This design comes from an exercise in tuning for small area, a short achievable clock period and few clock cycles on the open sky130 flow, not from production work.
Function was checked by simulation only, so behaviour that the tests miss may differ from the original.
Power is estimated from default activity; no workload was simulated.

`design/flow/config.mk`:
```
export PLATFORM = sky130hd
export DESIGN_NAME = multi_term_substring_filter_top
export DESIGN_NICKNAME = multi_term_substring_filter_top
export VERILOG_FILES = /design/flow/design.v
export SDC_FILE = /design/flow/constraint.sdc
export NUM_CORES = 4
export LEC_CHECK = 0
export CAP_MARGIN = 20
export CORE_MARGIN = 2
export CORE_UTILIZATION = 65
export CTS_CLUSTER_DIAMETER = 150
export CTS_CLUSTER_SIZE = 20
export SETUP_SLACK_MARGIN = 3.6
export SLEW_MARGIN = 20
```
`design/flow/constraint.sdc`:
```
create_clock -name core_clock -period 6.0 [get_ports {clk_i}]
set_input_delay 1.2000 -clock core_clock [delete_from_list [all_inputs] [get_ports {clk_i}]]
set_output_delay 1.2000 -clock core_clock [all_outputs]
set_load 0.01 [all_outputs]
```
`design/flow/design.v`:
```
package mtsf_pkg;
  localparam int MaxTerms   = 8;
  localparam int MaxTermLen = 32;
  localparam int LenW     = $clog2(MaxTermLen + 1);
  localparam int TermIdxW = $clog2(MaxTerms);
  localparam int ByteW   = 8;
  localparam int IndexW  = 16;
  localparam logic [ByteW-1:0] SpaceChar = 8'h20;
  localparam logic [1:0] FuncClear  = 2'd0;
  localparam logic [1:0] FuncAppend = 2'd1;
  localparam logic [1:0] FuncRecord = 2'd2;
  localparam logic [1:0] FuncEnd    = 2'd3;
  localparam int CharsW = MaxTerms * MaxTermLen * ByteW;
  localparam int LensW  = MaxTerms * LenW;
endpackage
module mtsf_query (
  input  logic                          clk_i,
  input  logic                          rst_ni,
  input  logic                          clr_i,      
  input  logic                          app_sp_i,   
  input  logic                          app_ch_i,   
  input  logic                          nxt_ch_i,   
  input  logic [7:0]                    data_i,
  output logic [mtsf_pkg::CharsW-1:0]   chars_o,
  output logic [mtsf_pkg::LensW-1:0]    lens_o,
  output logic                          overflow_o
);
  localparam int ByteW = mtsf_pkg::ByteW;
  localparam int LenW  = mtsf_pkg::LenW;
  localparam int TL    = mtsf_pkg::MaxTermLen;
  localparam int NT    = mtsf_pkg::MaxTerms;
  logic [mtsf_pkg::CharsW-1:0] chars_q;
  logic [mtsf_pkg::LensW-1:0]  lens_q;
  logic [NT-1:0]               sel_q;
  logic                        ovf_q;
  logic [NT-1:0]               full;
  logic [NT-1:0]               sel_d;
  logic [NT-1:0]               shift_q;
  always_comb begin
    sel_d = sel_q;
    if (clr_i) begin
      sel_d = NT'(1);
    end else if (app_sp_i) begin
      sel_d = {sel_q[NT-2:0], 1'b0};
    end
  end
  always_ff @(posedge clk_i or negedge rst_ni) begin
    if (!rst_ni) begin
      sel_q <= NT'(1);
      ovf_q <= 1'b0;
    end else if (clr_i) begin
      sel_q <= NT'(1);
      ovf_q <= 1'b0;
    end else if (app_sp_i) begin
      sel_q <= {sel_q[NT-2:0], 1'b0};
      if (sel_q[NT-1] || (sel_q == '0)) begin
        ovf_q <= 1'b1;
      end
    end else if (app_ch_i) begin
      if ((sel_q == '0) || ((sel_q & full) != '0)) begin
        ovf_q <= 1'b1;
      end
    end
  end
  for (genvar t = 0; t < NT; t++) begin : g_term
    logic full_d;
    assign full[t] = lens_q[t*LenW + LenW - 1];
    assign full_d  = !clr_i && (full[t] ||
                     (shift_q[t] && (lens_q[t*LenW +: LenW] == LenW'(TL - 1))));
    always_ff @(posedge clk_i or negedge rst_ni) begin
      if (!rst_ni) begin
        shift_q[t] <= 1'b0;
      end else begin
        shift_q[t] <= nxt_ch_i && sel_d[t] && !full_d;
      end
    end
    always_ff @(posedge clk_i or negedge rst_ni) begin
      if (!rst_ni) begin
        lens_q[t*LenW +: LenW] <= '0;
      end else if (clr_i) begin
        lens_q[t*LenW +: LenW] <= '0;
      end else if (shift_q[t]) begin
        lens_q[t*LenW +: LenW] <= lens_q[t*LenW +: LenW] + LenW'(1);
      end
    end
    always_ff @(posedge clk_i) begin
      if (shift_q[t]) begin
        chars_q[t*TL*ByteW +: TL*ByteW] <=
          {chars_q[t*TL*ByteW +: (TL-1)*ByteW], data_i};
      end
    end
  end
  assign chars_o    = chars_q;
  assign lens_o     = lens_q;
  assign overflow_o = ovf_q;
endmodule
module mtsf_match (
  input  logic                          clk_i,
  input  logic                          valid_i,    
  input  logic                          rec_i,      
  input  logic [7:0]                    data_i,     
  input  logic [mtsf_pkg::CharsW-1:0]   chars_i,
  input  logic [mtsf_pkg::LensW-1:0]    lens_i,
  output logic                          all_found_o
);
  localparam int ByteW = mtsf_pkg::ByteW;
  localparam int LenW  = mtsf_pkg::LenW;
  localparam int TL    = mtsf_pkg::MaxTermLen;
  logic [mtsf_pkg::MaxTerms-1:0] term_ok;
  for (genvar t = 0; t < mtsf_pkg::MaxTerms; t++) begin : g_term
    logic [TL-1:0]   cmask, start, pm_q;
    logic [TL:0]     pm_up;
    logic            seen_q;
    logic [LenW-1:0] len;
    assign len = lens_i[t*LenW +: LenW];
    logic [4:0] hi_le;
    logic [7:0] lo_le;
    for (genvar h = 0; h < 5; h++) begin : g_hi
      assign hi_le[h] = (len[5:3] <= 3'(h));
    end
    for (genvar m = 0; m < 8; m++) begin : g_lo
      assign lo_le[m] = (len[2:0] <= 3'(m));
    end
    for (genvar p = 0; p < TL; p++) begin : g_pos
      assign cmask[p] = (chars_i[(t*TL+p)*ByteW +: ByteW] == data_i);
      assign start[p] = hi_le[(p + 1) / 8] && lo_le[(p + 1) % 8];
    end
    assign pm_up = {1'b1, pm_q};
    always_ff @(posedge clk_i) begin
      if (valid_i) begin
        pm_q   <= (pm_up[TL:1] | start) & cmask;
        seen_q <= (seen_q | pm_q[0]) & rec_i;
      end
    end
    assign term_ok[t] = seen_q || pm_q[0] || (len == '0);
  end
  assign all_found_o = &term_ok;
endmodule
module multi_term_substring_filter_top (
  input  logic        clk_i,
  input  logic        rst_ni,
  input  logic        s_axis_tvalid,
  output logic        s_axis_tready,
  input  logic [7:0]  s_axis_tdata,    
  input  logic [1:0]  s_axis_tuser,    
  output logic        m_axis_tvalid,
  input  logic        m_axis_tready,
  output logic [23:0] m_axis_tdata     
);
  logic                        in_valid_q;
  logic                        in_rec_q, in_end_q, in_clr_q, in_app_sp_q, in_app_ch_q;
  logic [mtsf_pkg::ByteW-1:0]  in_data_q;    
  logic [mtsf_pkg::ByteW-1:0]  in_rbyte_q;   
  logic                        out_valid_q, out_valid_d;
  logic [1:0]                  out_res_q, out_res_d;
  logic                        skid_valid_q, skid_valid_d;
  logic [1:0]                  skid_res_q, skid_res_d;
  logic [mtsf_pkg::IndexW-1:0] idx_q, idx_d;
  logic                        rdy_d, rdy_q;
  logic                        tvalid_q, tready_q;
  logic [mtsf_pkg::IndexW-1:0] tidx_q;
  logic                        take, push, pop, take_end, take_ch;
  logic [1:0]                  res;
  logic [mtsf_pkg::CharsW-1:0] chars;
  logic [mtsf_pkg::LensW-1:0]  lens;
  logic                        overflow;
  logic                        all_found;
  assign take     = s_axis_tvalid && rdy_q;
  assign take_end = take && (s_axis_tuser == mtsf_pkg::FuncEnd);
  assign take_ch  = take && (s_axis_tuser == mtsf_pkg::FuncAppend) &&
                    (s_axis_tdata != mtsf_pkg::SpaceChar);
  assign push     = in_end_q;
  assign pop      = out_valid_q && m_axis_tready;
  assign res      = {overflow, all_found};
  always_comb begin
    out_valid_d  = out_valid_q;
    out_res_d    = out_res_q;
    skid_valid_d = skid_valid_q;
    skid_res_d   = skid_res_q;
    if (pop) begin
      out_valid_d  = skid_valid_q;
      out_res_d    = skid_res_q;
      skid_valid_d = 1'b0;
    end
    if (push) begin
      if (!out_valid_d) begin
        out_valid_d = 1'b1;
        out_res_d   = res;
      end else begin
        skid_valid_d = 1'b1;
        skid_res_d   = res;
      end
    end
  end
  assign rdy_d = !out_valid_d || (!skid_valid_d && !take_end);
  assign idx_d = pop ? idx_q + mtsf_pkg::IndexW'(1) : idx_q;
  always_ff @(posedge clk_i or negedge rst_ni) begin
    if (!rst_ni) begin
      rdy_q <= 1'b1;
    end else begin
      rdy_q <= rdy_d;
    end
  end
  always_ff @(posedge clk_i or negedge rst_ni) begin
    if (!rst_ni) begin
      in_valid_q   <= 1'b0;
      in_rec_q     <= 1'b0;
      in_end_q     <= 1'b0;
      in_clr_q     <= 1'b0;
      in_app_sp_q  <= 1'b0;
      in_app_ch_q  <= 1'b0;
      out_valid_q  <= 1'b0;
      skid_valid_q <= 1'b0;
      idx_q        <= '0;
    end else begin
      in_valid_q   <= take;
      in_rec_q     <= take && (s_axis_tuser == mtsf_pkg::FuncRecord);
      in_end_q     <= take_end;
      in_clr_q     <= take && (s_axis_tuser == mtsf_pkg::FuncClear);
      in_app_sp_q  <= take && (s_axis_tuser == mtsf_pkg::FuncAppend) &&
                      (s_axis_tdata == mtsf_pkg::SpaceChar);
      in_app_ch_q  <= take_ch;
      out_valid_q  <= out_valid_d;
      skid_valid_q <= skid_valid_d;
      idx_q        <= idx_d;
    end
  end
  always_ff @(posedge clk_i) begin
    in_data_q  <= s_axis_tdata;
    in_rbyte_q <= (s_axis_tuser == mtsf_pkg::FuncRecord) ? s_axis_tdata : mtsf_pkg::SpaceChar;
    out_res_q  <= out_res_d;
    skid_res_q <= skid_res_d;
    tvalid_q   <= out_valid_d;
    tready_q   <= rdy_d;
    tidx_q     <= idx_d;
  end
  mtsf_query u_query (
    .clk_i      (clk_i),
    .rst_ni     (rst_ni),
    .clr_i      (in_clr_q),
    .app_sp_i   (in_app_sp_q),
    .app_ch_i   (in_app_ch_q),
    .nxt_ch_i   (take_ch),
    .data_i     (in_data_q),
    .chars_o    (chars),
    .lens_o     (lens),
    .overflow_o (overflow)
  );
  mtsf_match u_match (
    .clk_i       (clk_i),
    .valid_i     (in_valid_q),
    .rec_i       (in_rec_q),
    .data_i      (in_rbyte_q),
    .chars_i     (chars),
    .lens_i      (lens),
    .all_found_o (all_found)
  );
  assign s_axis_tready = tready_q;
  assign m_axis_tvalid = tvalid_q;
  assign m_axis_tdata  = {6'd0, out_res_q, tidx_q};
endmodule
```
`design/flow/run.sh`:
```
#!/bin/bash
# synth_recipe.tcl (not shown) runs the flow's synth.tcl, then flattens the netlist and writes it again
# the make line also repeats each setting of config.mk as NAME=value (left out here)
make -C /OpenROAD-flow-scripts/flow DESIGN_CONFIG=/design/flow/config.mk WORK_HOME=/design/flow/orfs CLKGATE_MAP_FILE= SYNTH_SCRIPT=/design/flow/synth_recipe.tcl finish
```
==> results of run 1 <==
## area by class of cell
cell class                 count  area (µm²)  share of cell area [%]
multi-input combinational   3486       26620                   24.84
tap                         2044        2557                   2.387
sequential                  2440       72530                   67.69
clock buffer                 225        3993                   3.726
clock inverter                 6       60.06                 0.05604
inverter                      42       157.7                  0.1471
antenna                        1       2.502                0.002335
timing repair buffer         103        1239                   1.156
## where the power goes
group | internal, mW | switching [mW] | total, mW
sequential | 18.6 | 0.180 | 18.8
clock | 4.59 | 5.29 | 9.89
combinational | 0.503 | 0.747 | 1.25
## state kept, by name, summed over array words and instances (netlist names), 8 cells and up
| signal | flops |
|---|---|
| tidx_q | 16 |
| u_query.shift_q | 8 |
| in_rbyte_q | 8 |
| u_match.g_term.pm_q | 256 |
| u_match.g_term.seen_q | 8 |
| idx_q | 16 |
| in_data_q | 8 |
| u_query.sel_q | 8 |
| u_query.chars_q | 2048 |
| u_query.lens_q | 48 |
## through the flow
step                      instance area (µm²)  total power [mW]  hold slack (ns)  setup slack (ns)  cells
final                                  107200             29.93           0.4392             3.575   8347
after global routing                   107200             30.78           0.4385             3.521   8346
after CTS                              107000             30.14           0.4028             3.520   8338
after detailed placement               102900             20.44           0.4549             2.856   8105
after global placement                 102900             20.40           0.4503             2.833   8105
after floorplan                        100500             20.02           0.4389             2.958   6229
## repair_timing
| action | in CTS | in global routing |
|---|---|---|
| setup endpoints to repair | 56 | 237 |
| gates cloned | 0 | 1 |
| pin swaps | 0 | 2 |
| gates resized for setup | 101 | 17 |
| setup buffers | 2 | 7 |
## per-layer routing
metal  wire length, µm  up-vias  track usage, %
li1                  -    22680               -
met1             88000    25440           37.04
met4              4455        8           6.396
met2             93380     1230           39.65
met5                46        -               0
met3             10630      254           3.526
## synth_stat cells (12+ instances only)
master,instances,area [µm²]
dfxtp_1,36,720.7
nand3_1,15,75.07
a211oi_1,17,127.6
nor2_1,82,307.8
and3_1,12,75.07
buf_2,202,1011
mux2i_1,16,160.2
or3_1,15,93.84
nor3_1,251,1256
inv_1,25,93.84
ha_1,47,588.1
inv_2,15,56.30
xor2_1,30,262.8
nand2_1,23,86.33
dfrtp_1,88,2202
edfxtp_1,2314,69490
or2_1,16,100.1
a21oi_1,283,1416
xnor2_1,2058,18020
clkbuf_1,46,172.7
nand4_1,524,3278
## how the worst min path moves through the flow
stage	startpoint	to	slack, ns
3_5_place_dp	u_query.chars_q[198]	u_query.chars_q[206]	0.45
5_1_grt	rst_ni	u_query.lens_q[28]	0.44
6_report	rst_ni	u_query.lens_q[25]	0.44
3_3_place_gp	u_query.chars_q[472]	u_query.chars_q[480]	0.45
4_1_cts	rst_ni	u_query.lens_q[6]	0.40
2_1_floorplan	idx_q[15]	idx_q[15]	0.44
## kinds of logic after synthesis
| family | synth area share (%) |
|---|---|
| AO/OA/AOI/OAI | 1.799 |
| XOR/XNOR | 18.21 |
| adder cells (fa/ha/maj) | 0.5856 |
| buffers and inverters | 1.422 |
| flip-flops | 72.16 |
| multiplexers | 0.1707 |
| other | 0.003734 |
| AND/OR/NAND/NOR | 5.648 |
==> Implementation_results.wiki, run 1 <==
{| class="wikitable"
! Metric !! Value
|-
| Synth-to-layout area growth || 6.715%
|-
| Total Wirelength || 196500 µm
|-
| Crit. End Element || output pin
|-
| Final core utilization || 69.73%
|-
| Fin Clk Skew || 0.02223 ns
|-
| Number of placement rows || 144
|-
| Relative slew margins || 27.18%
|-
| Number of design rule violations left after detail routing || 0
|-
| Yosys synthesis warning count || 3
|-
| Number of hold-repair buffers added at the cts stage || 0
|-
| Crit path capture || m_axis_tdata[16]
|-
| Critical Path RT || 4.80 ns
|-
| Worst reg2reg path endpoint || u_match.g_term[1].pm_q[0]
|-
| Worst path arrival time || 1.22 ns
|-
| Start-to-end type of the worst setup path || reg -> out
|-
| Hold WC Path Type || in -> async
|-
| Cell type of the slowest stage on the worst timing path || dfxtp_2
|-
| Die Footprint || 0.1576 mm²
|-
| Accumulated negative setup slack || 0 ns
|-
| Count of fill cells added during filler insertion || 10020
|-
| H-tree Lvls || 4
|-
| Unrepaired setup endpoints after global routing || yes
|-
| Post-DP HPWL || 116500 µm
|-
| Leakage power || 30.95 nW
|-
| Net count of the finished layout || 6273
|-
| Top library cells by usage in the layout, fill and taps aside || edfxtp_1, xnor2_1, nand4_1, a21oi_1, nor3_1
|-
| Sequential area share after synthesis || 72.16%
|-
| Worst skew pair latency || 0.78 ns
|-
| Die Span X || 397.1 µm
|-
| Netlist area before placement || 0.1004 mm²
|-
| Largest net degree at the start of global routing || 197
|-
| Via Count || 49610
|-
| List of cells traversed by the critical path || buf_6
|-
| Number of DRC markers after the initial detailed-route iteration || 4905
|-
| Number of antenna violations at the first check in global routing || 7
|-
| Maximum buffer depth of the clock tree || 3
|-
| Vias per inst || 5.944
|-
| Top delay family on crit path || flip-flops
|-
| Leading cell type in the layout, fill and taps excluded || edfxtp_1
|-
| Register-to-register path setup slack || 3.67 ns
|-
| Height of the die || 397.1 µm
|-
| Share of synthesized registers carrying an async set or reset || 3.689%
|-
| Number of antenna-violating nets in the routed design || 0
|-
| Number of buffers added on ports || 33
|-
| Final Hold Violating Endpoints || 0
|-
| First-pass GRT wire length || 300900 µm
|-
| Clock-pin slew reported for the worst setup and hold paths after clock tree synthesis || 0.08 ns
|-
| Critical Path Source || out_res_q[0]
|-
| Via count of the first global-routing pass || 51150
|-
| Cell count after synthesis || 6224
|-
| Max Slew Vio Count || 0
|-
| Number of top-level pins || 40
|-
| Number of storage elements in the synthesis netlist || 2440
|-
| Routability cong. || 0.7883
|-
| Clk sinks || 2440
|-
| Stage delay of the slowest cell on the critical path || 0.34 ns
|-
| Slew at the pin closest to its max-slew limit || 1.092 ns
|-
| Remaining Overflow, GRT || 0
|-
| Setup crit start kind || flop
|-
| Number of enable-type register cells in the synthesized netlist || 2314
|-
| Initial core utilization || 65.34%
|-
| Average cell area after synthesis || 16.13 µm²
|-
| Fraction of final layout cells sized beyond drive strength 1 || 4.967%
|-
| Maximum clock frequency || 0.4124 GHz
|-
| Count of buffer and inverter cells on the critical path || 1
|-
| Prevailing post-synth register cell || edfxtp_1
|-
| Number of unique standard cell types used by synthesis || 51
|-
| Maximum net fanout on the critical path || 2
|-
| Post-route clock period utilization || 40.42%
|-
| Total routing resource utilization after global routing || 25.01%
|-
| Routed wire length per instance || 23.54 µm
|-
| Power per Cell Area || 279.3 mW/mm²
|-
| Clock tree from TritonCTS || yes
|-
| Count of endpoints failing setup in the final report || 0
|-
| Depth of the most critical reg-to-reg path || 4
|-
| Clock buffers created by TritonCTS || 139
|-
| Number of gates on the worst path with buffers counted || 1
|-
| Outcome || no timing/DRC/antenna violations
|-
| Initial DRT Pass Iterations || 5
|-
| CORE AREA || 0.1537 mm²
|-
| Maximum VDD drop || 0.0002743 V
|-
| Critical register-to-register path startpoint || in_rbyte_q[2]
|-
| Clock root buffer master || clkbuf_16
|-
| Shortest period the worst path allows || 2.425 ns
|-
| Max Cap Violations || 0
|}
Testbench counts, summed over its fixed seeds: cycles 52,612.
==> inputs of run 2 (changes only) <==
--- a/design/flow/config.mk
+++ b/design/flow/config.mk
@@ -8,7 +8,7 @@
 export CAP_MARGIN = 20
 export CORE_MARGIN = 2
-export CORE_UTILIZATION = 65
-export CTS_CLUSTER_DIAMETER = 150
-export CTS_CLUSTER_SIZE = 20
+export CORE_UTILIZATION = 70
+export CTS_CLUSTER_DIAMETER = 175
+export CTS_CLUSTER_SIZE = 24
 export SETUP_SLACK_MARGIN = 3.6
 export SLEW_MARGIN = 20
==> run 2 against run 1 <==
Cell count decreased by 2.5%. Power decreased by 4.5%. Non-clock buffer count decreased by 4.
==> Implementation_results.wiki, run 2 <==
{| class="wikitable"
! Metric !! Value
|-
| Number of design rule violations left after detail routing || 0 (unchanged)
|-
| Relative slew margins || 28.65% (+1.5 points)
|-
| Post-route clock period utilization || 40.02% (-0.39 points)
|-
| Start-to-end type of the worst setup path || reg -> out
|-
| Maximum buffer depth of the clock tree || 3 (unchanged)
|-
| First-pass GRT wire length || 299600 µm (-0.42%)
|-
| Setup crit start kind || flop
|-
| Initial core utilization || 70.75% (+5.4 points)
|-
| Cell type of the slowest stage on the worst timing path || dfxtp_2
|-
| Fin Clk Skew || 0.02232 ns (+0.00009060 ns)
|-
| Metal1 wirelength || 84300 µm (-4.2%)
|-
| Routed length on met2 || 96150 µm (+3.0%)
|-
| Post-DP HPWL || 112600 µm (-3.4%)
|-
| Flip-flop count of the largest register, all copies and words added || 2048 (unchanged)
|-
| Number of unique standard cell types used by synthesis || 51 (unchanged)
|-
| Met3 Routed Length || 11070 µm (+4.2%)
|-
| Die Footprint || 0.1465 mm² (-7.1%)
|-
| Largest registers || u_query.chars_q (2048), u_match.g_term.pm_q (256), u_query.lens_q (48)
|-
| Leakage power || 30.55 nW (-1.3%)
|-
| Max Cap Violations || 0 (unchanged)
|-
| Prevailing post-synth register cell || edfxtp_1
|-
| Count of endpoints failing setup in the final report || 0 (unchanged)
|-
| Clock-pin slew reported for the worst setup and hold paths after clock tree synthesis || 0.10 ns (+0.02 ns)
|-
| Top library cells by usage in the layout, fill and taps aside || edfxtp_1, xnor2_1, nand4_1, a21oi_1, nor3_1
|-
| Depth of the most critical reg-to-reg path || 4 (unchanged)
|-
| Fraction of final layout cells sized beyond drive strength 1 || 4.369% (-0.60 points)
|-
| Unrepaired setup endpoints after global routing || yes
|-
| Power per Cell Area || 269.2 mW/mm² (-3.6%)
|-
| List of cells traversed by the critical path || buf_6
|-
| Number of hold-repair buffers added at the cts stage || 0 (unchanged)
|-
| Accumulated negative setup slack || 0 ns (unchanged)
|-
| Leading cell type in the layout, fill and taps excluded || edfxtp_1
|-
| Clock tree from TritonCTS || yes
|-
| Slew at the pin closest to its max-slew limit || 1.070 ns (-0.02217 ns)
|-
| Critical Path RT || 4.80 ns (about the same)
|-
| Number of enable-type register cells in the synthesized netlist || 2314 (unchanged)
|-
| Total routing resource utilization after global routing || 26.74% (+1.7 points)
|-
| Number of placement rows || 138 (-4.2%)
|-
| CORE AREA || 0.1419 mm² (-7.6%)
|-
| Final core utilization || 74.81% (+5.1 points)
|-
| Routability cong. || 0.7880 (about the same)
|-
| Final Hold Violating Endpoints || 0 (unchanged)
|-
| Most flop-heavy register || u_query.chars_q
|-
| Stage delay of the slowest cell on the critical path || 0.34 ns (about the same)
|-
| Average cell area after synthesis || 16.13 µm² (unchanged)
|-
| Worst reg2reg path endpoint || u_match.g_term[6].pm_q[22]
|-
| Worst path arrival time || 1.20 ns (-0.02 ns)
|-
| Top delay family on crit path || flip-flops
|-
| Clock buffers created by TritonCTS || 111 (-20%)
|-
| Register-to-register path setup slack || 3.66 ns (about the same)
|-
| Library cell with the highest instance count after synthesis || edfxtp_1
|-
| Crit. End Element || output pin
|-
| Top cells by count, synth || edfxtp_1, xnor2_1, nand4_1, a21oi_1, nor3_1
|-
| Yosys top cell area share || 69.20% (unchanged)
|-
| Synth-to-layout area growth || 5.731%
|-
| Critical register-to-register path startpoint || in_rbyte_q[6]
|-
| Max Slew Vio Count || 0 (unchanged)
|-
| Multi-input gate area || 0.02665 mm² (+0.10%)
|-
| Via count of the first global-routing pass || 50930 (-0.43%)
|-
| Register cell area after layout || 0.07254 mm² (about the same)
|-
| Clk sinks || 2440 (unchanged)
|-
| Netlist area before placement || 0.1004 mm² (unchanged)
|-
| Number of buffers added on ports || 33 (unchanged)
|-
| Number of storage elements in the synthesis netlist || 2440 (unchanged)
|-
| Number of top-level pins || 40 (unchanged)
|-
| Count of buffer and inverter cells on the critical path || 1 (unchanged)
|-
| Hold WC Path Type || in -> async
|-
| Cell count after synthesis || 6224 (unchanged)
|-
| Sequential area share after synthesis || 72.16% (unchanged)
|-
| Routed wire length per instance || 23.98 µm (+1.9%)
|-
| Uppermost metal layer occupied by signal nets || met4
|-
| Shortest period the worst path allows || 2.401 ns (-0.02363 ns)
|-
| Number of DRC markers after the initial detailed-route iteration || 4825 (-1.6%)
|-
| Maximum net fanout on the critical path || 2 (unchanged)
|-
| Count of fill cells added during filler insertion || 8524 (-15%)
|-
| Largest net degree at the start of global routing || 208 (+5.6%)
|-
| Die Span X || 382.8 µm (-3.6%)
|-
| Vias per inst || 6.134 (+3.2%)
|-
| Number of antenna violations at the first check in global routing || 5 (-2)
|-
| Share of synthesized registers carrying an async set or reset || 3.689% (unchanged)
|-
| Total Wirelength || 195200 µm (-0.65%)
|-
| Maximum clock frequency || 0.4164 GHz (+0.98%)
|-
| Height of the die || 382.8 µm (-3.6%)
|-
| Worst skew pair latency || 0.76 ns (-0.02 ns)
|-
| Number of antenna-violating nets in the routed design || 0 (unchanged)
|-
| Top cells by area in the synthesized netlist || edfxtp_1, xnor2_1, nand4_1
|-
| Outcome || no timing/DRC/antenna violations
|-
| Maximum VDD drop || 0.0003008 V (+9.6%)
|-
| Yosys top cell by area || edfxtp_1
|-
| Remaining Overflow, GRT || 0 (unchanged)
|-
| Yosys synthesis warning count || 3 (unchanged)
|-
| Via Count || 49940 (+0.65%)
|-
| Clock root buffer master || clkbuf_16
|-
| Initial DRT Pass Iterations || 6 (+1)
|-
| H-tree Lvls || 3 (-1)
|-
| Net count of the finished layout || 6241 (-0.51%)
|}
[run 2: changes by cell type in the layout (fill, tap and decap cells not counted), moves of 4 or more]
| cell | change |
|---|---|
| clkbuf_1 | -9 |
| nor2b_2 | -4 |
| clkbuf_16 | -35 |
| inv_6 | -4 |
| buf_16 | +6 |
| buf_4 | -11 |
| nor2b_4 | +4 |
[run 2: layer usage]
| metal | track usage (%) | up-vias |
|---|---|---|
| li1 | - | 22600 |
| met1 | 39.20 | 25640 |
| met2 | 43.82 | 1465 |
| met3 | 2.942 | 236 |
| met4 | 6.489 | 0 |
| met5 | 0 | - |
[run 2: where the power goes]
part           leakage [nW]  switching [mW]  internal (mW)  total [mW]
logic                  6.39           0.744          0.517        1.26
clock network          1.48            4.98           3.53        8.52
registers              22.7           0.189           18.6        18.8
total                  30.5            5.92           22.7        28.6
[run 2: worst max-delay path by stage]
| stage | start | end | cells past startpoint |
|---|---|---|---|
| floorplan | u_query.shift_q[3] | u_query.lens_q[23] | 4 |
| global placement | s_axis_tvalid | tready_q | 6 |
| detailed placement | s_axis_tvalid | tready_q | 6 |
| CTS | out_res_q[1] | m_axis_tdata[17] | 1 |
| global route | u_query.shift_q[1] | u_query.lens_q[11] | 4 |
| finish | out_res_q[0] | m_axis_tdata[16] | 1 |
[run 2: logic make-up after synthesis]
family | Yosys count | share of synthesized area (%)
mux | 17 | 0.1707
flops | 2440 | 72.16
fa+ha+maj | 47 | 0.5856
simple gates | 987 | 5.648
xor+xnor | 2088 | 18.21
other cells | 1 | 0.003734
buf+inv | 303 | 1.422
compound gates | 341 | 1.799
[run 2: what timing repair did]
item,4_1_cts,5_1_grt
gates cloned,1,1
pin swaps,0,3
setup buffers,5,8
endpoints found under the setup margin,256,322
gates resized for setup,100,31
[run 2: cell type report]
class | count | share of cell area, %
clock buffers | 181 | 2.904
flip-flops and latches | 2440 | 68.32
clock inverters | 1 | 0.008249
multi-input cells | 3486 | 25.10
inverters | 42 | 0.1485
well taps | 1890 | 2.227
diodes | 2 | 0.004714
repair buffers | 99 | 1.292
[run 2: worst reg2reg max path, stage by stage (launching register included)]
cell	delay [ns]
dfxtp_4	0.79
buf_12	0.58
xnor2_1	0.43
nand4_1	0.13
nor3_1	0.25
[run 2: through the flow]
stage	power [mW]	hold WS [ns]	std cells	worst slack, ns	instance area (µm²)
2_1_floorplan	20.02	0.4389	6229	2.958	100500
3_3_place_gp	20.38	0.4498	7941	2.678	102600
3_5_place_dp	20.42	0.4549	7941	2.754	102600
4_1_cts	28.69	0.3347	8129	3.532	105800
5_1_grt	29.39	0.3718	8139	3.519	106200
6_report	28.58	0.3756	8141	3.599	106200
==> inputs of run 3 (changes only) <==
--- a/design/flow/config.mk
+++ b/design/flow/config.mk
@@ -11,4 +11,4 @@
 export CTS_CLUSTER_DIAMETER = 175
 export CTS_CLUSTER_SIZE = 24
-export SETUP_SLACK_MARGIN = 3.6
+export SETUP_SLACK_MARGIN = 3.7
 export SLEW_MARGIN = 20
==> run 3 against run 2 <==
Clock-buffer cell count stayed put. Still clean. Via count is 0.62% higher. Sequential power hardly changed. Core utilization is 0.28 points higher. Area after synthesis stayed put.
==> Implementation_results.wiki, run 3 <==
{| class="wikitable"
! Metric !! Value
|-
| Final core utilization || 75.08% (+0.28 points)
|-
| Count of fill cells added during filler insertion || 8480 (-0.52%)
|-
| Yosys synthesis warning count || 3 (unchanged)
|-
| Via Count || 50250 (+0.62%)
|-
| Relative slew margins || 29.87% (+1.2 points)
|-
| Yosys top cell by area || edfxtp_1
|-
| Library cell with the highest instance count after synthesis || edfxtp_1
|-
| Top delay family on crit path || flip-flops
|-
| Fraction of final layout cells sized beyond drive strength 1 || 4.867% (+0.50 points)
|-
| Clock root buffer master || clkbuf_16
|-
| Maximum buffer depth of the clock tree || 3 (unchanged)
|-
| Max Cap Violations || 0 (unchanged)
|-
| Average cell area after synthesis || 16.13 µm² (unchanged)
|-
| Share of synthesized registers carrying an async set or reset || 3.689% (unchanged)
|-
| Sequential area share after synthesis || 72.16% (unchanged)
|-
| Netlist area before placement || 0.1004 mm² (unchanged)
|-
| Die Footprint || 0.1465 mm² (unchanged)
|-
| Clk sinks || 2440 (unchanged)
|-
| Number of storage elements in the synthesis netlist || 2440 (unchanged)
|-
| Maximum clock frequency || 0.4157 GHz (-0.19%)
|-
| Number of design rule violations left after detail routing || 0 (unchanged)
|-
| Total Wirelength || 201100 µm (+3.0%)
|-
| Yosys top cell area share || 69.20% (unchanged)
|-
| Remaining Overflow, GRT || 0 (unchanged)
|-
| Cell type of the slowest stage on the worst timing path || dfxtp_2
|-
| Post-route clock period utilization || 40.10% (+0.076 points)
|-
| Total routing resource utilization after global routing || 27.21% (+0.48 points)
|-
| Number of DRC markers after the initial detailed-route iteration || 5199 (+7.8%)
|-
| Post-DP HPWL || 112600 µm (unchanged)
|-
| Maximum VDD drop || 0.0003027 V (+0.63%)
|-
| Accumulated negative setup slack || 0 ns (unchanged)
|-
| Die Span X || 382.8 µm (unchanged)
|-
| Power per Cell Area || 268.8 mW/mm² (-0.15%)
|-
| Leading cell type in the layout, fill and taps excluded || edfxtp_1
|-
| Unrepaired setup endpoints after global routing || yes
|-
| Outcome || no timing/DRC/antenna violations
|-
| Stage delay of the slowest cell on the critical path || 0.34 ns (about the same)
|-
| Initial DRT Pass Iterations || 5 (-1)
|-
| Vias per inst || 6.159 (+0.41%)
|-
| Height of the die || 382.8 µm (unchanged)
|-
| Cell count after synthesis || 6224 (unchanged)
|-
| Prevailing post-synth register cell || edfxtp_1
|-
| Top cells by area in the synthesized netlist || edfxtp_1, xnor2_1, nand4_1
|-
| Overall power of the completed layout || 28.64 mW (+0.22%)
|-
| List of cells traversed by the critical path || buf_6
|-
| Maximum net fanout on the critical path || 2 (unchanged)
|-
| Count of buffer and inverter cells on the critical path || 1 (unchanged)
|-
| Top cells by count, synth || edfxtp_1, xnor2_1, nand4_1, a21oi_1, nor3_1
|-
| First-pass GRT wire length || 303400 µm (+1.3%)
|-
| H-tree Lvls || 3 (unchanged)
|-
| Largest net degree at the start of global routing || 208 (unchanged)
|-
| Synth-to-layout area growth || 6.123%
|-
| Most Crowded Layer GR || met2
|-
| Worst Setup Slack post-DPL || 2.754 ns (unchanged)
|-
| Minimum hold slack || 0.3758 ns (+0.0002160 ns)
|-
| Worst skew pair latency || 0.76 ns (about the same)
|-
| Setup crit start kind || flop
|-
| Slew at the pin closest to its max-slew limit || 1.052 ns (-0.01826 ns)
|-
| Routability cong. || 0.7880 (unchanged)
|-
| Net count of the finished layout || 6259 (+0.29%)
|-
| Clock buffers created by TritonCTS || 111 (unchanged)
|-
| GRT met3 Usage || 2.915% (-0.026 points)
|-
| Final Hold Violating Endpoints || 0 (unchanged)
|-
| Final worst slack || 3.594 ns (-0.004550 ns)
|-
| Routed wire length per instance || 24.65 µm (+2.8%)
|-
| Met1 global-route usage || 40.08% (+0.89 points)
|-
| Crit. End Element || output pin
|-
| Number of top-level pins || 40 (unchanged)
|-
| Count of endpoints failing setup in the final report || 0 (unchanged)
|-
| Clock-pin slew reported for the worst setup and hold paths after clock tree synthesis || 0.10 ns (about the same)
|-
| Top library cells by usage in the layout, fill and taps aside || edfxtp_1, xnor2_1, nand4_1, a21oi_1, nor3_1
|-
| Hold WC Path Type || in -> async
|-
| Number of unique standard cell types used by synthesis || 51 (unchanged)
|-
| Clock tree from TritonCTS || yes
|-
| Fin Clk Skew || 0.02105 ns (-0.001272 ns)
|-
| Leakage power || 30.71 nW (+0.55%)
|-
| Flip-flop count of the largest register, all copies and words added || 2048 (unchanged)
|-
| Max Slew Vio Count || 0 (unchanged)
|-
| Initial core utilization || 70.75% (unchanged)
|-
| Largest registers || u_query.chars_q (2048), u_match.g_term.pm_q (256), u_query.lens_q (48)
|-
| Met2 Track Usage GR || 44.57% (+0.75 points)
|-
| Start-to-end type of the worst setup path || reg -> out
|-
| CORE AREA || 0.1419 mm² (unchanged)
|-
| Critical Path RT || 4.80 ns (about the same)
|-
| Worst path arrival time || 1.21 ns (about the same)
|-
| Most flop-heavy register || u_query.chars_q
|-
| Shortest period the worst path allows || 2.406 ns (+0.004550 ns)
|-
| Number of buffers added on ports || 33 (unchanged)
|-
| Number of enable-type register cells in the synthesized netlist || 2314 (unchanged)
|-
| Via count of the first global-routing pass || 51080 (+0.29%)
|-
| Number of antenna violations at the first check in global routing || 4 (-1)
|-
| Number of placement rows || 138 (unchanged)
|-
| Number of antenna-violating nets in the routed design || 0 (unchanged)
|}
run 3: cell counts after synthesis:
No cell type changed its count.
run 3: cell families (layout without fill, tap and decap cells):
group | Yosys count | count (layout) | share of synthesized area [%]
compound gates | 341 | 341 | 1.799
xor+xnor | 2088 | 2088 | 18.21
fa+ha+maj | 47 | 47 | 0.5856
buf+inv | 303 | 341 | 1.422
flops | 2440 | 2440 | 72.16
mux | 17 | 17 | 0.1707
other cells | 1 | 7 | 0.003734
simple gates | 987 | 987 | 5.648
run 3: area by class of cell:
cell class | count | area [µm²] | share of cell area [%]
sequential | 2440 | 72550 | 68.08
multi-input combinational | 3486 | 26680 | 25.04
clock buffer | 181 | 3083 | 2.893
tap | 1890 | 2365 | 2.219
timing repair buffer | 117 | 1719 | 1.613
inverter | 42 | 157.7 | 0.1479
clock inverter | 1 | 8.758 | 0.008219
antenna | 1 | 2.502 | 0.002348
run 3: final timing paths:
path / start / end / slack [ns] / cells past startpoint
max: out_res_q[0] / m_axis_tdata[16] / 3.59 / 1
min: rst_ni / skid_valid_q / 0.38 / 1
max reg2reg: u_query.lens_q[17] / out_res_q[0] / 3.76 / 5
min reg2reg: u_query.chars_q[1302] / u_query.chars_q[1310] / 0.47 / 0
max in group asynchronous: rst_ni / u_query.shift_q[0] / 4.24 / 2
min in group core_clock: u_query.chars_q[1302] / u_query.chars_q[1310] / 0.47 / 0
run 3: per-stage QoR:
stage	instance area, µm²	cells
2_1_floorplan	100500	6229
3_3_place_gp	102600	7941
3_5_place_dp	102600	7941
4_1_cts	106100	8137
5_1_grt	106600	8157
6_report	106600	8158
run 3: where the power goes:
part           leakage (nW)  switching, mW  total [mW]  internal, mW
registers              22.7          0.184        18.8          18.6
logic                  6.57          0.771        1.30         0.530
clock network          1.48           5.01        8.54          3.53
total                  30.7           5.96        28.6          22.7
run 3: timing repair:
item,in CTS,in global routing
resized for setup,119,32
hold buffers,0,0
pin swaps,3,1
endpoints found under the setup margin,369,256
cloned,4,3
setup buffers,10,16
run 3: routing by layer:
layer | up-vias | part of all wire (%)
met5 | - | 0
met1 | 25790 | 43
met4 | 0 | 2.1
met3 | 247 | 6.2
li1 | 22640 | -
met2 | 1573 | 49
==> inputs of run 4 (changes only) <==
--- a/design/flow/design.v
+++ b/design/flow/design.v
@@ -153,5 +153,6 @@
   logic [mtsf_pkg::ByteW-1:0]  in_rbyte_q;   
   logic                        out_valid_q, out_valid_d;
-  logic [1:0]                  out_res_q, out_res_d;
+  logic [1:0]                  out_res_q;
+  logic                        out_load;
   logic                        skid_valid_q, skid_valid_d;
   logic [1:0]                  skid_res_q, skid_res_d;
@@ -175,10 +176,8 @@
   always_comb begin
     out_valid_d  = out_valid_q;
-    out_res_d    = out_res_q;
     skid_valid_d = skid_valid_q;
     skid_res_d   = skid_res_q;
     if (pop) begin
       out_valid_d  = skid_valid_q;
-      out_res_d    = skid_res_q;
       skid_valid_d = 1'b0;
     end
@@ -186,5 +185,4 @@
       if (!out_valid_d) begin
         out_valid_d = 1'b1;
-        out_res_d   = res;
       end else begin
         skid_valid_d = 1'b1;
@@ -193,4 +191,5 @@
     end
   end
+  assign out_load = (!out_valid_q || pop) && (skid_valid_q || push);
   assign rdy_d = !out_valid_d || (!skid_valid_d && !take_end);
   assign idx_d = pop ? idx_q + mtsf_pkg::IndexW'(1) : idx_q;
@@ -229,5 +228,7 @@
     in_data_q  <= s_axis_tdata;
     in_rbyte_q <= (s_axis_tuser == mtsf_pkg::FuncRecord) ? s_axis_tdata : mtsf_pkg::SpaceChar;
-    out_res_q  <= out_res_d;
+    if (out_load) begin
+      out_res_q <= skid_valid_q ? skid_res_q : res;
+    end
     skid_res_q <= skid_res_d;
     tvalid_q   <= out_valid_d;
--- a/design/flow/config.mk
+++ b/design/flow/config.mk
@@ -11,4 +11,4 @@
 export CTS_CLUSTER_DIAMETER = 175
 export CTS_CLUSTER_SIZE = 24
-export SETUP_SLACK_MARGIN = 3.7
+export SETUP_SLACK_MARGIN = 3.6
 export SLEW_MARGIN = 20
==> run 4 against run 3 <==
Largest power group unchanged. Still clean. Global-route usage decreased by 0.36 points. Highest routed layer unchanged. First-iteration DRC count decreased by 1.8%. Worst hold slack improved by 0.093 ns. Register-to-register slack got worse by 0.13 ns. Largest cell class unchanged.
==> Implementation_results.wiki, run 4 <==
{| class="wikitable"
! Metric !! Value
|-
| Outcome || no timing/DRC/antenna violations
|-
| Number of antenna-violating nets in the routed design || 0 (unchanged)
|-
| Clock-pin slew reported for the worst setup and hold paths after clock tree synthesis || 0.09 ns (about the same)
|-
| Final worst slack || 3.406 ns (-0.1881 ns)
|-
| Number of design rule violations left after detail routing || 0 (unchanged)
|-
| Crit. End Element || output pin
|-
| Number of antenna violations at the first check in global routing || 4 (unchanged)
|-
| Unrepaired setup endpoints after global routing || yes
|-
| Maximum VDD drop || 0.0003141 V (+3.8%)
|-
| Clk sinks || 2440 (unchanged)
|-
| Number of enable-type register cells in the synthesized netlist || 2316 (+0.086%)
|-
| Final Hold Violating Endpoints || 0 (unchanged)
|-
| List of cells traversed by the critical path || buf_6
|-
| Number of storage elements in the synthesis netlist || 2440 (unchanged)
|-
| Clock buffers created by TritonCTS || 111 (unchanged)
|-
| Synth-to-layout area growth || 5.910%
|-
| Antenna Diode Count || 0 (-1)
|-
| First-pass GRT wire length || 301200 µm (-0.74%)
|-
| Post-route clock period utilization || 43.23% (+3.1 points)
|-
| Worst path arrival time || 1.39 ns (+0.18 ns)
|-
| Top delay family on crit path || flip-flops
|-
| Critical register-to-register path startpoint || u_query.shift_q[6]
|-
| Max Slew Vio Count || 0 (unchanged)
|-
| Most flop-heavy register || u_query.chars_q
|-
| Power per Cell Area || 276.2 mW/mm² (+2.8%)
|-
| Setup crit start kind || flop
|-
| Flip-flop count of the largest register, all copies and words added || 2048 (unchanged)
|-
| Crit path capture || m_axis_tdata[16]
|-
| Via count of the first global-routing pass || 50900 (-0.35%)
|-
| H-tree Lvls || 3 (unchanged)
|-
| Yosys top cell area share || 69.27% (+0.070 points)
|-
| Routability cong. || 0.7939 (+0.75%)
|-
| Max Cap Violations || 0 (unchanged)
|-
| Via Count || 50110 (-0.27%)
|-
| Number of top-level pins || 40 (unchanged)
|-
| Average cell area after synthesis || 16.15 µm² (about the same)
|-
| Yosys synthesis warning count || 3 (unchanged)
|-
| Die Footprint || 0.1465 mm² (about the same)
|-
| Critical Path RT || 4.80 ns (about the same)
|-
| Number of unique standard cell types used by synthesis || 54 (+5.9%)
|-
| Worst reg2reg path endpoint || u_query.chars_q[1784]
|-
| Initial core utilization || 70.74% (about the same)
|-
| Stage delay of the slowest cell on the critical path || 0.48 ns (+0.14 ns)
|-
| Initial DRT Pass Iterations || 6 (+1)
|-
| Total Wirelength || 197400 µm (-1.8%)
|-
| Routed wire length per instance || 24.19 µm (-1.8%)
|-
| Library cell with the highest instance count after synthesis || edfxtp_1
|-
| Count of buffer and inverter cells on the critical path || 1 (unchanged)
|-
| Netlist area before placement || 0.1004 mm² (about the same)
|-
| Sequential area share after synthesis || 72.19% (about the same)
|-
| Accumulated negative setup slack || 0 ns (unchanged)
|-
| Relative slew margins || 19.34% (-11 points)
|-
| Height of the die || 382.7 µm (about the same)
|-
| Slew at the pin closest to its max-slew limit || 1.210 ns (+0.1580 ns)
|-
| Register-to-register path setup slack || 3.63 ns (-0.13 ns)
|-
| Worst skew pair latency || 0.76 ns (about the same)
|-
| Count of fill cells added during filler insertion || 8454 (-0.31%)
|-
| Cell type of the slowest stage on the worst timing path || edfxtp_1
|-
| Top cells by area in the synthesized netlist || edfxtp_1, xnor2_1, nand4_1
|-
| Register cell area after layout || 0.07257 mm² (about the same)
|-
| Clock tree from TritonCTS || yes
|-
| Post-DP HPWL || 116000 µm (+3.0%)
|-
| Minimum hold slack || 0.4684 ns (+0.09264 ns)
|-
| Number of hold-repair buffers added at the cts stage || 0 (unchanged)
|-
| Cell Area, Placed || 0.1027 mm² (about the same)
|-
| Leading cell type in the layout, fill and taps excluded || edfxtp_1
|-
| Worst Setup Slack post-DPL || 2.860 ns (+0.1063 ns)
|-
| Top library cells by usage in the layout, fill and taps aside || edfxtp_1, xnor2_1, nand4_1, a21oi_1, nor3_1
|-
| Largest net degree at the start of global routing || 205 (-1.4%)
|-
| Area of all placed cells without fillers || 0.1063 mm² (-0.21%)
|-
| Total routing resource utilization after global routing || 26.85% (-0.36 points)
|-
| Count of endpoints failing setup in the final report || 0 (unchanged)
|-
| Maximum clock frequency || 0.3855 GHz (-7.3%)
|-
| Critical Path Source || out_res_q[0]
|-
| Maximum buffer depth of the clock tree || 3 (unchanged)
|-
| Multi-input gate area || 0.02658 mm² (-0.41%)
|-
| Number of placement rows || 138 (unchanged)
|-
| Hold WC Path Type || reg -> reg
|-
| Top cells by count, synth || edfxtp_1, xnor2_1, nand4_1, a21oi_1, nor3_1
|-
| Final core utilization || 74.92% (-0.16 points)
|-
| Fin Clk Skew || 0.01944 ns (-0.001611 ns)
|-
| Number of DRC markers after the initial detailed-route iteration || 5107 (-1.8%)
|-
| Largest registers || u_query.chars_q (2048), u_match.g_term.pm_q (256), u_query.lens_q (48)
|-
| Start-to-end type of the worst setup path || reg -> out
|-
| Remaining Overflow, GRT || 0 (unchanged)
|-
| Share of synthesized registers carrying an async set or reset || 3.689% (unchanged)
|-
| Vias per inst || 6.140 (-0.31%)
|-
| Number of gates on the worst path with buffers counted || 1 (unchanged)
|-
| CORE AREA || 0.1419 mm² (unchanged)
|-
| Die Span X || 382.7 µm (about the same)
|-
| Fraction of final layout cells sized beyond drive strength 1 || 4.800% (-0.067 points)
|-
| Number of buffers added on ports || 33 (unchanged)
|-
| Depth of the most critical reg-to-reg path || 1 (-4)
|-
| Maximum net fanout on the critical path || 1 (-1)
|-
| Prevailing post-synth register cell || edfxtp_1
|-
| Net count of the finished layout || 6249 (-0.16%)
|-
| Yosys top cell by area || edfxtp_1
|-
| Cell count after synthesis || 6217 (-0.11%)
|-
| Leakage power || 30.53 nW (-0.62%)
|-
| Shortest period the worst path allows || 2.594 ns (+0.1881 ns)
|-
| Clock root buffer master || clkbuf_16
|}
## run 4: area by class of cell
class,count,share of cell area (%)
Clock buffer,195,2.949
Clock inverter,1,0.008236
Inverter,42,0.1483
Multi-Input combinational cell,3480,24.99
Sequential cell,2440,68.24
Tap cell,1890,2.224
Timing Repair Buffer,113,1.435
## run 4: metrics by stage
step	total power, mW	cells
4_1_cts	29.48	8144
3_3_place_gp	21.07	7943
5_1_grt	30.16	8161
3_5_place_dp	21.13	7943
6_report	29.37	8161
2_1_floorplan	20.56	6222
## run 4: worst min path at each step
stage	from	to	cells after the start
global route	u_query.ovf_q	skid_res_q[1]	0
floorplan	u_query.ovf_q	skid_res_q[1]	0
detailed placement	u_query.ovf_q	skid_res_q[1]	0
global placement	u_query.ovf_q	skid_res_q[1]	0
CTS	rst_ni	u_query.lens_q[2]	1
finish	u_query.ovf_q	skid_res_q[1]	0
## run 4: cells by family (layout without fill, tap and decap cells)
family / Yosys count / count (layout) / synth area share, %
buffers and inverters: 302 / 351 / 1.418
adders and majority gates: 47 / 47 / 0.5857
AOI/OAI and AO/OA: 340 / 340 / 1.796
and+or+nand+nor: 982 / 982 / 5.623
muxes: 16 / 16 / 0.1608
other: 1 / 6 / 0.003735
DFF: 2440 / 2440 / 72.19
xor gates and xnor gates: 2089 / 2089 / 18.22
## run 4: layer usage
layer / routed length (µm) / track usage, % / vias to the layer above
met4: 4023 / 5.833 / 0
met1: 87120 / 40.65 / 25860
li1: - / - / 22600
met2: 95430 / 43.13 / 1395
met5: 0 / 0 / -
met3: 10850 / 2.805 / 253
## run 4: what timing repair did
action | CTS | global route
gates cloned | 0 | 1
setup buffers | 5 | 16
endpoints found under the setup margin | 101 | 544
gates resized for setup | 119 | 18
pin swaps | 0 | 1
## run 4: where the power goes
part	internal, mW	switching (mW)	total (mW)	leakage [nW]
combinational	0.593	0.943	1.54	6.41
sequential	18.9	0.332	19.3	22.6
clock	3.57	5.02	8.58	1.49
Testbench counts of run 4, summed over its fixed seeds: cycles 52,612.
==> inputs of run 5 (changes only) <==
--- a/design/flow/design.v
+++ b/design/flow/design.v
@@ -153,5 +153,5 @@
   logic [mtsf_pkg::ByteW-1:0]  in_rbyte_q;   
   logic                        out_valid_q, out_valid_d;
-  logic [1:0]                  out_res_q;
+  logic [1:0]                  out_res_q, out_res_d;
   logic                        out_load;
   logic                        skid_valid_q, skid_valid_d;
@@ -160,4 +160,5 @@
   logic                        rdy_d, rdy_q;
   logic                        tvalid_q, tready_q;
+  logic [1:0]                  tres_q;
   logic [mtsf_pkg::IndexW-1:0] tidx_q;
   logic                        take, push, pop, take_end, take_ch;
@@ -191,5 +192,6 @@
     end
   end
-  assign out_load = (!out_valid_q || pop) && (skid_valid_q || push);
+  assign out_load  = (!out_valid_q || pop) && (skid_valid_q || push);
+  assign out_res_d = out_load ? (skid_valid_q ? skid_res_q : res) : out_res_q;
   assign rdy_d = !out_valid_d || (!skid_valid_d && !take_end);
   assign idx_d = pop ? idx_q + mtsf_pkg::IndexW'(1) : idx_q;
@@ -229,6 +231,7 @@
     in_rbyte_q <= (s_axis_tuser == mtsf_pkg::FuncRecord) ? s_axis_tdata : mtsf_pkg::SpaceChar;
     if (out_load) begin
-      out_res_q <= skid_valid_q ? skid_res_q : res;
-    end
+      out_res_q <= out_res_d;
+    end
+    tres_q     <= out_res_d;
     skid_res_q <= skid_res_d;
     tvalid_q   <= out_valid_d;
@@ -259,4 +262,4 @@
   assign s_axis_tready = tready_q;
   assign m_axis_tvalid = tvalid_q;
-  assign m_axis_tdata  = {6'd0, out_res_q, tidx_q};
+  assign m_axis_tdata  = {6'd0, tres_q, tidx_q};
 endmodule
==> run 5 against run 4 <==
Still clean on timing, DRC and antenna. Clock power barely moved. Cell area is 0.20% higher. Worst hold slack got worse by 0.0051 ns. Sequential power hardly changed. Clock-buffer cell count decreased by 1. First-iteration DRC count rose by 2.4%. Worst setup slack better by 0.13 ns. Critical endpoint is now s_axis_tready.
==> Implementation_results.wiki, run 5 <==
{| class="wikitable"
! Metric !! Value
|-
| Routed length on met2 || 95600 µm (+0.18%)
|-
| Number of top-level pins || 40 (unchanged)
|-
| Sequential area share after synthesis || 72.17% (about the same)
|-
| Clock-pin slew reported for the worst setup and hold paths after clock tree synthesis || 0.09 ns (about the same)
|-
| Accumulated negative setup slack || 0 ns (unchanged)
|-
| Leading cell type in the layout, fill and taps excluded || edfxtp_1
|-
| Die Footprint || 0.1466 mm² (about the same)
|-
| Post-DP HPWL || 115200 µm (-0.71%)
|-
| Crit. End Element || output pin
|-
| Yosys top cell by area || edfxtp_1
|-
| Routed wire length per instance || 24.09 µm (-0.42%)
|-
| Number of DRC markers after the initial detailed-route iteration || 5230 (+2.4%)
|-
| Clk sinks || 2442 (+0.082%)
|-
| Flip-flop count of the largest register, all copies and words added || 2048 (unchanged)
|-
| H-tree Lvls || 3 (unchanged)
|-
| Net count of the finished layout || 6265 (+0.26%)
|-
| Maximum clock frequency || 0.4066 GHz (+5.5%)
|-
| Die Span X || 382.9 µm (about the same)
|-
| Metal1 wirelength || 85990 µm (-1.3%)
|-
| Synth-to-layout area growth || 6.037%
|-
| Routability cong. || 0.7931 (-0.10%)
|-
| Via count of the first global-routing pass || 51410 (+1.0%)
|-
| Cell type of the slowest stage on the worst timing path || dfxtp_4
|-
| Fin Clk Skew || 0.02610 ns (+0.006660 ns)
|-
| Share of synthesized registers carrying an async set or reset || 3.686% (about the same)
|-
| Via Count || 50320 (+0.41%)
|-
| Remaining Overflow, GRT || 0 (unchanged)
|-
| Fraction of power consumed by combinational cells || 5.3% (about the same)
|-
| Initial core utilization || 70.21% (-0.53 points)
|-
| Worst Setup Slack post-DPL || 2.604 ns (-0.2557 ns)
|-
| Start-to-end type of the worst setup path || reg -> out
|-
| Total Wirelength || 197300 µm (about the same)
|-
| Most flop-heavy register || u_query.chars_q
|-
| Maximum net fanout on the critical path || 1 (unchanged)
|-
| Worst skew pair latency || 0.75 ns (about the same)
|-
| Worst path arrival time || 1.26 ns (-0.13 ns)
|-
| Yosys top cell area share || 69.21% (about the same)
|-
| Library cell with the highest instance count after synthesis || edfxtp_1
|-
| Stage delay of the slowest cell on the critical path || 0.40 ns (-0.08 ns)
|-
| Number of gates on the worst path with buffers counted || 1 (unchanged)
|-
| Maximum VDD drop || 0.0003450 V (+9.8%)
|-
| Final core utilization || 74.44% (-0.48 points)
|-
| Number of unique standard cell types used by synthesis || 54 (unchanged)
|-
| CORE AREA || 0.1431 mm² (+0.85%)
|-
| Total internal power || 23.12 mW (+0.16%)
|-
| Number of design rule violations left after detail routing || 0 (unchanged)
|-
| Hold WC Path Type || reg -> reg
|-
| Number of enable-type register cells in the synthesized netlist || 2316 (unchanged)
|-
| Clock tree from TritonCTS || yes
|-
| Vias per inst || 6.143 (about the same)
|-
| Cell count after synthesis || 6225 (+0.13%)
|-
| Max Cap Violations || 0 (unchanged)
|-
| Power per Cell Area || 276.0 mW/mm² (about the same)
|-
| Top cells by area in the synthesized netlist || edfxtp_1, xnor2_1, nand4_1
|-
| Max Slew Vio Count || 0 (unchanged)
|-
| Switch share || 21.38% (-0.044 points)
|-
| Setup crit start kind || flop
|-
| Overall power of the completed layout || 29.40 mW (+0.11%)
|-
| Height of the die || 382.9 µm (about the same)
|-
| Outcome || no timing/DRC/antenna violations
|-
| Clock buffers created by TritonCTS || 111 (unchanged)
|-
| Number of antenna violations at the first check in global routing || 4 (unchanged)
|-
| Shortest period the worst path allows || 2.460 ns (-0.1344 ns)
|-
| Unrepaired setup endpoints after global routing || yes
|-
| Relative slew margins || 20.37% (+1.0 points)
|-
| Clk pwr share || 29.1% (about the same)
|-
| Largest net degree at the start of global routing || 167 (-19%)
|-
| Yosys synthesis warning count || 3 (unchanged)
|-
| Initial DRT Pass Iterations || 5 (-1)
|-
| Met3 Routed Length || 11860 µm (+9.2%)
|-
| Clock root buffer master || clkbuf_16
|-
| Top library cells by usage in the layout, fill and taps aside || edfxtp_1, xnor2_1, nand4_1, a21oi_1, nor3_1
|-
| Number of buffers added on ports || 33 (unchanged)
|-
| Number of hold-repair buffers added at the cts stage || 0 (unchanged)
|-
| Number of antenna-violating nets in the routed design || 0 (unchanged)
|-
| Count of endpoints failing setup in the final report || 0 (unchanged)
|-
| Part of the power in registers || 65.6% (about the same)
|-
| Depth of the most critical reg-to-reg path || 7 (+6)
|-
| Worst Hold Depth || 0 (unchanged)
|-
| Critical Path RT || 4.80 ns (about the same)
|-
| Number of storage elements in the synthesis netlist || 2442 (+0.082%)
|-
| Total routing resource utilization after global routing || 27.01% (+0.15 points)
|-
| Uppermost metal layer occupied by signal nets || met4
|-
| Switching pwr || 6.286 mW (about the same)
|-
| Maximum buffer depth of the clock tree || 3 (unchanged)
|-
| Top cells by count, synth || edfxtp_1, xnor2_1, nand4_1, a21oi_1, nor3_1
|-
| Average cell area after synthesis || 16.14 µm² (about the same)
|-
| First-pass GRT wire length || 301700 µm (+0.16%)
|-
| Post-route clock period utilization || 40.99% (-2.2 points)
|-
| Slew at the pin closest to its max-slew limit || 1.193 ns (-0.01719 ns)
|-
| Final Hold Violating Endpoints || 0 (unchanged)
|-
| Number of placement rows || 139 (+0.72%)
|-
| Largest registers || u_query.chars_q (2048), u_match.g_term.pm_q (256), u_query.lens_q (48)
|-
| List of cells traversed by the critical path || buf_6
|-
| Fraction of final layout cells sized beyond drive strength 1 || 4.916% (+0.12 points)
|-
| Netlist area before placement || 0.1005 mm² (about the same)
|-
| Final worst slack || 3.540 ns (+0.1344 ns)
|-
| Leakage power || 30.60 nW (+0.25%)
|-
| Top delay family on crit path || flip-flops
|-
| Prevailing post-synth register cell || edfxtp_1
|-
| Count of buffer and inverter cells on the critical path || 1 (unchanged)
|}
==> run 5: area by class of cell <==
type	count	area, µm²
repair buffers	124	1620
flip-flops and latches	2442	72610
well taps	1903	2381
clock buffers	194	3132
clock inverters	1	8.758
inverters	45	168.9
multi-input cells	3480	26630
diodes	1	2.502
fillers	8529	36580
==> run 5: kinds of logic after synthesis <==
group                    after synthesis  synth area share [%]
flip-flops                          2442                 72.17
XOR/XNOR                            2088                 18.20
AND/OR/NAND/NOR                      980                 5.633
AO/OA/AOI/OAI                        342                 1.818
buffers and inverters                308                 1.422
adder cells (fa/ha/maj)               47                0.5852
multiplexers                          17                0.1706
other                                  1              0.003732
==> run 5: path summary, 6_finish.rpt <==
check	from	end	slack [ns]
min reg2reg	u_query.chars_q[872]	u_query.chars_q[880]	0.46
max in group asynchronous	rst_ni	in_valid_q	4.50
max reg2reg	u_query.lens_q[30]	out_res_q[0]	3.68
max	tready_q	s_axis_tready	3.54
min in group asynchronous	rst_ni	idx_q[2]	0.51
min	u_query.chars_q[872]	u_query.chars_q[880]	0.46
==> run 5: layer usage <==
layer,track usage (%),vias to the layer above
li1,-,22630
met1,40.43,25920
met2,43.70,1528
met5,0,-
met3,3.118,235
met4,5.599,0
==> run 5: power by group through the flow <==
| stage | Clock [mW] | Sequential [mW] | Combinational, mW |
|---|---|---|---|
| 2_1_floorplan | 0 | 19.6 | 0.970 |
| 3_3_place_gp | 0 | 19.7 | 1.46 |
| 3_5_place_dp | 0 | 19.7 | 1.51 |
| 4_1_cts | 8.67 | 19.3 | 1.55 |
| 5_1_grt | 9.23 | 19.3 | 1.69 |
| 6_report | 8.55 | 19.3 | 1.56 |
==> run 5: repair_timing <==
action	4_1_cts	5_1_grt
setup buffers	8	15
gates cloned	1	1
resized for setup	123	25
hold endpoints to repair	0	0
setup endpoints to repair	321	64
==> run 5: metrics by stage <==
stage | cell area (µm²) | cells | hold WS (ns)
final | 106600 | 8190 | 0.4633
after global routing | 106600 | 8189 | 0.4816
after CTS | 106200 | 8172 | 0.4654
after detailed placement | 102800 | 7968 | 0.4556
after global placement | 102800 | 7968 | 0.4495
after floorplan | 100500 | 6230 | 0.4385
Testbench counts of run 5, summed over its fixed seeds: cycles 52,612.
==> inputs of run 6 (changes only) <==
--- a/design/flow/config.mk
+++ b/design/flow/config.mk
@@ -8,7 +8,7 @@
 export CAP_MARGIN = 20
 export CORE_MARGIN = 2
-export CORE_UTILIZATION = 70
-export CTS_CLUSTER_DIAMETER = 175
-export CTS_CLUSTER_SIZE = 24
+export CORE_UTILIZATION = 65
+export CTS_CLUSTER_DIAMETER = 150
+export CTS_CLUSTER_SIZE = 20
 export SETUP_SLACK_MARGIN = 3.6
 export SLEW_MARGIN = 20
==> run 6 against run 5 <==
Core utilization decreased by 4.5 points. Register-to-register slack about the same. Cell count increased by 2.2%. Clock skew increased by 0.0046 ns. Largest cell class unchanged. Cell area increased by 1.0%. Synthesized cell count unchanged. Area after synthesis unchanged. Still clean on timing, DRC and antenna.
==> Implementation_results.wiki, run 6 <==
{| class="wikitable"
! Metric !! Value
|-
| Outcome || no timing/DRC/antenna violations
|-
| Hold WC Path Type || reg -> reg
|-
| Worst Setup Slack post-DPL || 2.727 ns (+0.1225 ns)
|-
| Yosys synthesis warning count || 3 (unchanged)
|-
| Count of buffer and inverter cells on the critical path || 1 (unchanged)
|-
| Share of synthesized registers carrying an async set or reset || 3.686% (unchanged)
|-
| Maximum buffer depth of the clock tree || 3 (unchanged)
|-
| Post-DP HPWL || 115000 µm (-0.14%)
|-
| Flip-flop count of the largest register, all copies and words added || 2048 (unchanged)
|-
| Netlist area before placement || 0.1005 mm² (unchanged)
|-
| Initial core utilization || 65.31% (-4.9 points)
|-
| Total routing resource utilization after global routing || 25.12% (-1.9 points)
|-
| Shortest period the worst path allows || 2.463 ns (+0.003190 ns)
|-
| Number of buffers added on ports || 33 (unchanged)
|-
| Accumulated negative setup slack || 0 ns (unchanged)
|-
| Synth-to-layout area growth || 7.105%
|-
| Vias per inst || 5.968 (-2.9%)
|-
| H-tree Lvls || 4 (+1)
|-
| Leading cell type in the layout, fill and taps excluded || edfxtp_1
|-
| Remaining Overflow, GRT || 0 (unchanged)
|-
| Number of top-level pins || 40 (unchanged)
|-
| Initial DRT Pass Iterations || 5 (unchanged)
|-
| Via count of the first global-routing pass || 51250 (-0.31%)
|-
| Relative slew margins || 26.12% (+5.7 points)
|-
| Number of design rule violations left after detail routing || 0 (unchanged)
|-
| Worst path arrival time || 1.26 ns (about the same)
|-
| Largest registers || u_query.chars_q (2048), u_match.g_term.pm_q (256), u_query.lens_q (48)
|-
| Clock root buffer master || clkbuf_16
|-
| Maximum clock frequency || 0.4060 GHz (-0.13%)
|-
| Die Footprint || 0.1578 mm² (+7.6%)
|-
| Library cell with the highest instance count after synthesis || edfxtp_1
|-
| Maximum VDD drop || 0.0003541 V (+2.7%)
|-
| Count of fill cells added during filler insertion || 10050 (+18%)
|-
| Routability cong. || 0.7657 (-3.5%)
|-
| Top cells by count, synth || edfxtp_1, xnor2_1, nand4_1, a21oi_1, nor3_1
|-
| Worst skew pair latency || 0.79 ns (+0.04 ns)
|-
| Max Slew Vio Count || 0 (unchanged)
|-
| Final Hold Violating Endpoints || 0 (unchanged)
|-
| Final worst slack || 3.537 ns (-0.003190 ns)
|-
| Count of endpoints failing setup in the final report || 0 (unchanged)
|-
| Number of DRC markers after the initial detailed-route iteration || 5062 (-3.2%)
|-
| First-pass GRT wire length || 301500 µm (about the same)
|-
| Maximum net fanout on the critical path || 1 (unchanged)
|-
| Cell Area, Placed || 0.1030 mm² (+0.15%)
|-
| Power per Cell Area || 286.3 mW/mm² (+3.7%)
|-
| Post-route clock period utilization || 41.05% (+0.053 points)
|-
| Number of antenna violations at the first check in global routing || 4 (unchanged)
|-
| Most flop-heavy register || u_query.chars_q
|-
| Minimum hold slack || 0.4584 ns (-0.004845 ns)
|-
| Leakage power || 31.05 nW (+1.5%)
|-
| Top library cells by usage in the layout, fill and taps aside || edfxtp_1, xnor2_1, nand4_1, a21oi_1, nor3_1
|-
| Top cells by area in the synthesized netlist || edfxtp_1, xnor2_1, nand4_1
|-
| Clk sinks || 2442 (unchanged)
|-
| Start-to-end type of the worst setup path || reg -> out
|-
| List of cells traversed by the critical path || buf_6
|-
| Cell count after synthesis || 6225 (unchanged)
|-
| Setup crit start kind || flop
|-
| Average cell area after synthesis || 16.14 µm² (unchanged)
|-
| Clock-pin slew reported for the worst setup and hold paths after clock tree synthesis || 0.09 ns (about the same)
|-
| Number of enable-type register cells in the synthesized netlist || 2316 (unchanged)
|-
| Number of antenna-violating nets in the routed design || 0 (unchanged)
|-
| Yosys top cell area share || 69.21% (unchanged)
|-
| Net count of the finished layout || 6286 (+0.34%)
|-
| Unrepaired setup endpoints after global routing || yes
|-
| Area of all placed cells without fillers || 0.1076 mm² (+1.0%)
|-
| Critical Path RT || 4.80 ns (about the same)
|-
| Total Wirelength || 202000 µm (+2.4%)
|-
| Clock buffers created by TritonCTS || 140 (+26%)
|-
| Fraction of final layout cells sized beyond drive strength 1 || 5.488% (+0.57 points)
|-
| Filler-free cell count of the finished design || 8368 (+2.2%)
|-
| Prevailing post-synth register cell || edfxtp_1
|-
| Sequential area share after synthesis || 72.17% (unchanged)
|-
| CORE AREA || 0.1539 mm² (+7.5%)
|-
| Yosys top cell by area || edfxtp_1
|-
| Height of the die || 397.2 µm (+3.7%)
|-
| Slew at the pin closest to its max-slew limit || 1.108 ns (-0.08460 ns)
|-
| Crit. End Element || output pin
|-
| Via Count || 49940 (-0.74%)
|-
| Number of placement rows || 144 (+3.6%)
|-
| Fin Clk Skew || 0.03075 ns (+0.004648 ns)
|-
| Final core utilization || 69.95% (-4.5 points)
|-
| Clock tree from TritonCTS || yes
|-
| Stage delay of the slowest cell on the critical path || 0.37 ns (-0.03 ns)
|-
| Die Span X || 397.2 µm (+3.7%)
|-
| Overall power of the completed layout || 30.81 mW (+4.8%)
|-
| Cell type of the slowest stage on the worst timing path || dfxtp_2
|-
| Max Cap Violations || 0 (unchanged)
|-
| Largest net degree at the start of global routing || 181 (+8.4%)
|-
| Number of unique standard cell types used by synthesis || 54 (unchanged)
|-
| Number of storage elements in the synthesis netlist || 2442 (unchanged)
|-
| Routed wire length per instance || 24.14 µm (+0.19%)
|-
| Top delay family on crit path || flip-flops
|-
| Number of placed cells counting well taps || 8108 (+1.8%)
|}
==> run 6: layer usage <==
metal | track usage [%] | up-vias | part of all wire (%)
met1 | 37.34 | 25590 | 44
met2 | 40.06 | 1383 | 48
li1 | - | 22730 | -
met3 | 3.506 | 241 | 6.0
met5 | 0 | - | 0
met4 | 5.770 | 0 | 2.0
==> run 6: worst paths after layout <==
kind | startpoint | end | slack (ns) | cells after the start
max | tvalid_q | m_axis_tvalid | 3.54 | 1
min | u_query.chars_q[411] | u_query.chars_q[419] | 0.46 | 0
max reg2reg | u_query.lens_q[25] | out_res_q[0] | 3.68 | 7
min reg2reg | u_query.chars_q[411] | u_query.chars_q[419] | 0.46 | 0
max in group asynchronous | rst_ni | u_query.lens_q[42] | 4.53 | 2
min in group asynchronous | rst_ni | u_query.lens_q[18] | 0.47 | 1
==> run 6: layout make-up <==
| type | count | area (µm²) | share of cell area [%] |
|---|---|---|---|
| clock inverters | 7 | 80.08 | 0.07440 |
| inverters | 45 | 168.9 | 0.1569 |
| repair buffers | 116 | 1553 | 1.443 |
| flip-flops and latches | 2442 | 72610 | 67.46 |
| diodes | 1 | 2.502 | 0.002325 |
| well taps | 2044 | 2557 | 2.376 |
| clock buffers | 233 | 4023 | 3.737 |
| multi-input cells | 3480 | 26630 | 24.75 |
==> run 6: cell families (layout without fill, tap and decap cells) <==
logic type / after synthesis / in the layout / share of synthesized area, %
flops: 2442 / 2442 / 72.17
xor+xnor: 2088 / 2088 / 18.20
simple gates: 980 / 980 / 5.633
compound gates: 342 / 342 / 1.818
buf+inv: 308 / 401 / 1.422
fa+ha+maj: 47 / 47 / 0.5852
mux: 17 / 17 / 0.1706
other cells: 1 / 7 / 0.003732
==> run 6: where the power goes <==
part	switching [mW]	total (mW)	internal (mW)	leakage [nW]
clock	5.34	9.97	4.63	1.96
combinational	0.960	1.56	0.604	6.45
sequential	0.336	19.3	18.9	22.6
total	6.64	30.8	24.2	31.1
==> run 6: worst register-to-register path: stages (launching register included) <==
cell,delay [ns]
dfrtp_1,0.46
inv_2,0.12
ha_1,0.14
nor2b_4,0.27
a211oi_1,0.18
or4_4,0.60
nor2_4,0.23
a221o_1,0.19
==> run 6: repair_timing <==
item	4_1_cts	5_1_grt
setup buffers	6	6
hold buffers	0	0
endpoints found under the setup margin	457	188
pin swaps	2	0
resized for setup	135	17
cloned	0	6

Re-timed with assumed drivers on the ports (clkbuf_16 on the clock, buf_2 on other inputs), run 6 has 3.457 ns of setup slack against 3.537 ns with ideal ports, and 3.040 ns once port delays also move by the mid clock arrival of 0.851 ns.
